From an optimization exercise on the open Yosys and OpenROAD flow, aimed at a short achievable clock period and few clock cycles per item; shortcuts taken in it are not production practice.
The RTL was checked by simulation tests, not by an equivalence proof against the original design.
The clock port is modelled as an ideal driver; clocking choices that lean on that would not hold on a real chip.
Power and IR drop assume default switching activity.

lagoon:
==> flow/design.v (excerpt) <==
module soc_bus_top (
    input  wire         core_clk,
    input  wire         rst,
    input  wire         req,
    input  wire         wen,
    input  wire  [31:0] addr,
    input  wire  [31:0] wdata,
    input  wire  [3:0]  wmask,
    output logic        ack,
    output logic [31:0] rdata,
    output logic        err,
    output logic [31:0] io
);
    logic        is_mem;
    logic        is_io;
    logic        take;
    logic [31:0] mem_rdata;
    logic        mem_wpend;
    logic [7:0]  mem_widx;
    logic [31:0] mem_wdata;
    logic [3:0]  mem_wmask;
    bus_decode decode (
        .addr   (addr),
        .is_mem (is_mem),
        .is_io  (is_io)
    );
    assign take = req & ~ack;
    bus_result result (
        .core_clk  (core_clk),
        .rst       (rst),
        .req       (req),
        .wen       (wen),
        .is_mem    (is_mem),
        .is_io     (is_io),
        .mem_rdata (mem_rdata),
        .io_rdata  (io),
        .ack       (ack),
        .rdata     (rdata),
        .err       (err)
    );
  ...
make LEC_CHECK=0 ABC_CLOCK_PERIOD_IN_PS=2000 CAP_MARGIN=30 CORE_MARGIN=2 CORE_UTILIZATION=60 CTS_CLUSTER_DIAMETER=100 CTS_CLUSTER_SIZE=24 SETUP_SLACK_MARGIN=3.1 SLEW_MARGIN=40 SYNTH_MEMORY_MAX_BITS=16384 TNS_END_PERCENT=100 finish   # period 6.0 ns
run.sh (not shown) runs the stock make flow with config.mk's settings and CLKGATE_MAP_FILE= SYNTH_SCRIPT=/design/flow/synth_recipe.tcl, a recipe that flattens the netlist after the stock synthesis.
In summary, lagoon completed successfully, with a layout that passed the timing, DRC and antenna checks.
Testbench counts of lagoon, summed over its fixed seeds: cycles 16,384, transfers 8,192.
The inputs of delta differ from those of lagoon as listed below.
==> flow/flow/run.sh (new file) <==
#!/bin/bash
# The standard layout (standard.sh) with two changes:
#  - the port buffers start as buf_4 (which the repair steps can resize)
#    instead of the default delay-cell buffers;
#  - after CTS, a second setup repair with a wider margin and without the
#    same-footprint limit (post_cts.tcl);
#  - more rounds of antenna repair after global and detailed routing.
# make's full output goes to flow_make.log here; ORFS's own per-step logs are
# under orfs/logs/.
set -euo pipefail
W=$(pwd)
export POST_CTS_TCL="$W/flow/post_cts.tcl"
export BUFFER_PORTS_ARGS="-buffer_cell sky130_fd_sc_hd__buf_4"
bash standard.sh "POST_CTS_TCL=$POST_CTS_TCL" "BUFFER_PORTS_ARGS=$BUFFER_PORTS_ARGS" \
  MAX_REPAIR_ANTENNAS_ITER_GRT=8 MAX_REPAIR_ANTENNAS_ITER_DRT=8 finish > "$W/flow_make.log" 2>&1
==> flow/flow/post_cts.tcl (new file) <==
# A second setup repair after CTS, with a wider margin and without the
# same-footprint limit, then legalize again.
log_cmd estimate_parasitics -placement
log_cmd repair_timing -setup -setup_margin [expr {$::env(SETUP_SLACK_MARGIN) + 0.3}] \
  -repair_tns 100 -verbose
set result [catch { detailed_placement } msg]
if { $result != 0 } {
  error "Detailed placement failed after the second repair: $msg"
}
check_placement -verbose
==> flow/standard.sh (new file) <==
#!/bin/bash
# synth_recipe.tcl (not shown) runs the flow's synth.tcl, then flattens the netlist and writes it again
# the make line also repeats each setting of config.mk as NAME=value (left out here)
make -C /OpenROAD-flow-scripts/flow DESIGN_CONFIG=/design/flow/config.mk WORK_HOME=/design/flow/orfs CLKGATE_MAP_FILE= SYNTH_SCRIPT=/design/flow/synth_recipe.tcl "${@:-finish}"
removed: flow/run.sh
Notes after the runs:
Destination of the critical timing path = result.rdata[23]: lagoon; destination of the critical timing path = result.rdata[31]: delta
Re critical path depth: lagoon and delta aren't equal, and the higher value belongs to delta.
For lagoon, the slowest stage cell on the critical path was a31oi_2, unlike delta, where it was a2111oi_4.
Average vias per placed instance: lagoon and delta compared, higher one is delta
Across both runs, final worst-path cycle share was lower for delta than for lagoon.
lagoon -> delta: total cell area at the placement stage flat
Register cell area after layout essentially unchanged between lagoon and delta.
Total wire length after detailed routing deteriorates in delta relative to lagoon.
The total power on delta is in line with that on lagoon.
The relative area of clock buffers and inverters in the final design of lagoon and that of delta are within noise of each other.
Against lagoon, setup slack of the critical path after layout in delta came out better.

* * *

The RTL this note starts from:
==> flow/design.v <==
`default_nettype none
package soc_bus_pkg;
    localparam int MEM_WORDS = 256;
    localparam int MEM_INDEX_W = 8;
    localparam int MEM_HIGH_W = 32 - MEM_INDEX_W - 2;
    localparam logic [31:0] IO_BASE = 32'h8000_0000;
    localparam int IO_TAG_W = 20;
    localparam logic [IO_TAG_W-1:0] IO_TAG = IO_BASE[31:32-IO_TAG_W];
    localparam logic [1:0] IO_REG_OUT = 2'd0;
    typedef enum logic [1:0] {
        REGION_MEM  = 2'd0,
        REGION_IO   = 2'd1,
        REGION_NONE = 2'd2
    } region_e;
    typedef struct packed {
        logic [MEM_HIGH_W-1:0]  high;
        logic [MEM_INDEX_W-1:0] index;
        logic [1:0]             offset;
    } mem_view_t;
    typedef struct packed {
        logic [IO_TAG_W-1:0]       tag;
        logic [32-IO_TAG_W-2-1:0]  unused;
        logic [1:0]                reg_sel;
    } io_view_t;
    typedef union packed {
        mem_view_t mem_view;
        io_view_t  io_view;
    } bus_addr_u;
endpackage
`default_nettype wire
`timescale 1ns/1ps
`default_nettype none
module bus_decode (
    input  wire  [31:0] addr,
    output logic        is_mem,
    output logic        is_io
);
    soc_bus_pkg::bus_addr_u addr_u;
    assign addr_u = addr;
    assign is_mem = (addr_u.mem_view.high == '0);
    assign is_io  = (addr_u.io_view.tag == soc_bus_pkg::IO_TAG) &&
                    (addr_u.io_view.reg_sel == soc_bus_pkg::IO_REG_OUT);
endmodule
`default_nettype wire
`timescale 1ns/1ps
`default_nettype none
module bus_execute (
    input  wire         core_clk,
    input  wire         rst,
    input  wire         ack,
    input  wire         take_mem_w,
    input  wire  [7:0]  addr_index,
    input  wire  [31:0] wdata,
    input  wire  [3:0]  wmask,
    output logic [3:0]  mem_bwe,
    output logic [15:0] mem_whi,
    output logic [15:0] mem_wlo,
    output logic [31:0] mem_wdata
);
    always_ff @(posedge core_clk) begin
        if (rst) begin
            mem_bwe <= 4'd0;
        end else begin
            mem_bwe <= take_mem_w ? wmask : 4'd0;
        end
    end
    always_ff @(posedge core_clk) begin
        if (!ack) begin
            for (int i = 0; i < 16; i++) begin
                mem_whi[i] <= (addr_index[7:4] == 4'(i));
                mem_wlo[i] <= (addr_index[3:0] == 4'(i));
            end
            mem_wdata <= wdata;
        end
    end
endmodule
`default_nettype wire
`timescale 1ns/1ps
`default_nettype none
module word_memory (
    input  wire                                 core_clk,
    input  wire  [3:0]                          bwe,
    input  wire  [15:0]                         whi,
    input  wire  [15:0]                         wlo,
    input  wire  [31:0]                         wdata,
    input  wire  [soc_bus_pkg::MEM_INDEX_W-1:0] ridx,
    output logic [31:0]                         rdata
);
    logic [soc_bus_pkg::MEM_WORDS-1:0][31:0] mem;
    always_ff @(posedge core_clk) begin
        for (int w = 0; w < soc_bus_pkg::MEM_WORDS; w++) begin
            for (int b = 0; b < 4; b++) begin
                if (whi[w / 16] && wlo[w % 16] && bwe[b]) begin
                    mem[w][8*b +: 8] <= wdata[8*b +: 8];
                end
            end
        end
    end
    assign rdata = mem[ridx];
endmodule
`default_nettype wire
`timescale 1ns/1ps
`default_nettype none
module parallel_output (
    input  wire         core_clk,
    input  wire         rst,
    input  wire         wen,
    input  wire  [31:0] wdata,
    input  wire  [3:0]  wmask,
    output logic [31:0] io
);
    logic [31:0] bwe;
    always_comb begin
        for (int b = 0; b < 4; b++) begin
            bwe[8*b +: 8] = {8{wen & wmask[b]}};
        end
    end
    always_ff @(posedge core_clk) begin
        io <= ((io & ~bwe) | (wdata & bwe)) & {32{~rst}};
    end
endmodule
`default_nettype wire
`timescale 1ns/1ps
`default_nettype none
module bus_result (
    input  wire         core_clk,
    input  wire         rst,
    input  wire         req,
    input  wire         wen,
    input  wire         is_mem,
    input  wire         is_io,
    input  wire  [31:0] mem_rdata,
    input  wire  [31:0] io_rdata,
    output logic        ack,
    output logic [31:0] rdata,
    output logic        err
);
    always_ff @(posedge core_clk) begin
        if (rst) begin
            ack <= 1'b0;
        end else begin
            ack <= req;
        end
    end
    always_ff @(posedge core_clk) begin
        err   <= ~is_mem & ~is_io;
        rdata <= ({32{is_mem & ~wen}} & mem_rdata) | ({32{is_io & ~wen}} & io_rdata);
    end
endmodule
`default_nettype wire
`timescale 1ns/1ps
`default_nettype none
module soc_bus_top (
    input  wire         core_clk,
    input  wire         rst,
    input  wire         req,
    input  wire         wen,
    input  wire  [31:0] addr,
    input  wire  [31:0] wdata,
    input  wire  [3:0]  wmask,
    output logic        ack,
    output logic [31:0] rdata,
    output logic        err,
    output logic [31:0] io
);
    logic        is_mem;
    logic        is_io;
    logic        take;
    logic [31:0] mem_rdata;
    logic [3:0]  mem_bwe;
    logic [15:0] mem_whi;
    logic [15:0] mem_wlo;
    logic [31:0] mem_wdata;
    bus_decode decode (
        .addr   (addr),
        .is_mem (is_mem),
        .is_io  (is_io)
    );
    assign take = req & ~ack;
    bus_result result (
        .core_clk  (core_clk),
        .rst       (rst),
        .req       (req),
        .wen       (wen),
        .is_mem    (is_mem),
        .is_io     (is_io),
        .mem_rdata (mem_rdata),
        .io_rdata  (io),
        .ack       (ack),
        .rdata     (rdata),
        .err       (err)
    );
    parallel_output pp (
        .core_clk (core_clk),
        .rst      (rst),
        .wen      (take & wen & is_io),
        .wdata    (wdata),
        .wmask    (wmask),
        .io       (io)
    );
    bus_execute execute (
        .core_clk  (core_clk),
        .rst       (rst),
        .ack       (ack),
        .take_mem_w(take & wen & is_mem),
        .addr_index(addr[9:2]),
        .wdata     (wdata),
        .wmask     (wmask),
        .mem_bwe   (mem_bwe),
        .mem_whi   (mem_whi),
        .mem_wlo   (mem_wlo),
        .mem_wdata (mem_wdata)
    );
    word_memory mem (
        .core_clk (core_clk),
        .bwe      (mem_bwe),
        .whi      (mem_whi),
        .wlo      (mem_wlo),
        .wdata    (mem_wdata),
        .ridx     (addr[9:2]),
        .rdata    (mem_rdata)
    );
endmodule
`default_nettype wire
Settings: LEC_CHECK=0, ABC_CLOCK_PERIOD_IN_PS=2000, CAP_MARGIN=20, CORE_MARGIN=2, CORE_UTILIZATION=60, CTS_CLUSTER_DIAMETER=100, CTS_CLUSTER_SIZE=30, SETUP_SLACK_MARGIN=3.1, SLEW_MARGIN=20, SYNTH_MEMORY_MAX_BITS=16384, TNS_END_PERCENT=100; clock period 6.0 ns.
Stock flow here: none of the scripts above is used.
The first run finished with antenna violations left.
Testbench counts at the start, summed over its fixed seeds: cycles 16,384, transfers 8,192.
Change:
==> flow/flow/run.sh (new file) <==
#!/bin/bash
# The standard layout (standard.sh) with two changes:
#  - the port buffers start as buf_4 (which the repair steps can resize)
#    instead of the default delay-cell buffers;
#  - after CTS, a second setup repair with a wider margin and without the
#    same-footprint limit (post_cts.tcl).
# make's full output goes to flow_make.log here; ORFS's own per-step logs are
# under orfs/logs/.
set -euo pipefail
W=$(pwd)
export POST_CTS_TCL="$W/flow/post_cts.tcl"
export BUFFER_PORTS_ARGS="-buffer_cell sky130_fd_sc_hd__buf_4"
bash standard.sh "POST_CTS_TCL=$POST_CTS_TCL" "BUFFER_PORTS_ARGS=$BUFFER_PORTS_ARGS" finish > "$W/flow_make.log" 2>&1
==> flow/flow/post_cts.tcl (new file) <==
# A second setup repair after CTS, with a wider margin and without the
# same-footprint limit, then legalize again.
log_cmd estimate_parasitics -placement
log_cmd repair_timing -setup -setup_margin [expr {$::env(SETUP_SLACK_MARGIN) + 0.3}] \
  -repair_tns 100 -verbose
set result [catch { detailed_placement } msg]
if { $result != 0 } {
  error "Detailed placement failed after the second repair: $msg"
}
check_placement -verbose
==> flow/standard.sh (new file) <==
#!/bin/bash
# synth_recipe.tcl (not shown) runs the flow's synth.tcl, then flattens the netlist and writes it again
# the make line also repeats each setting of config.mk as NAME=value (left out here)
make -C /OpenROAD-flow-scripts/flow DESIGN_CONFIG=/design/flow/config.mk WORK_HOME=/design/flow/orfs CLKGATE_MAP_FILE= SYNTH_SCRIPT=/design/flow/synth_recipe.tcl "${@:-finish}"
Settings changed: CAP_MARGIN 20 to 30, SETUP_SLACK_MARGIN 3.1 to 3.2, SLEW_MARGIN 20 to 40.
removed: flow/run.sh
Effect: The new run completed, yet does not pass: antenna violations; routed wire length is higher by 1.4%; non-clock buffer count is higher by 257; critical path depth is lower by 1; hold slack degrades by 0.14 ns; power is higher by 0.64%; setup slack degrades by 0.036 ns; die area stays the same; via count is higher by 0.81%; global-route usage is higher by 1.1 points.

-- port drivers added, routing unchanged --
Ports are ideal in the flow. The routed layouts listed here were re-timed in OpenROAD.
Step 1 (the two cells are an assumption about what drives the block):
set clk [get_ports {core_clk}]
set_driving_cell -lib_cell sky130_fd_sc_hd__clkbuf_16 $clk
set_driving_cell -lib_cell sky130_fd_sc_hd__buf_2 [delete_from_list [all_inputs] $clk]
Step 2 adds t to the input delays and takes it off the output delays; t is the mean of the earliest and latest rising clock arrival at the registers after step 1. Input paths then give back, and output paths get back, about the clock's delay inside the block.
Slacks: ideal / step 1 / step 2; pairs: ideal / step 1.
run	t (ns)	setup slack, ns	clock arrival spread, ns	worst register clock-pin slew, ns	worst data-port slew with drivers (ns)
lagoon	1.184	2.480 / 2.163 / 0.978	0.052 / 0.053	0.11 / 0.11	0.72
delta	1.191	2.557 / 2.399 / 1.208	0.048 / 0.048	0.11 / 0.11	0.46
the first run of note 2	1.147	2.843 / 2.218 / 1.071	0.056 / 0.056	0.12 / 0.12	0.95
the second run of note 2	1.144	2.807 / 2.504 / 1.360	0.066 / 0.066	0.12 / 0.12	0.52
The setup slack of the first run of note 2, which loses most, moves by -0.625 ns with the drivers and by -1.772 ns with both steps.
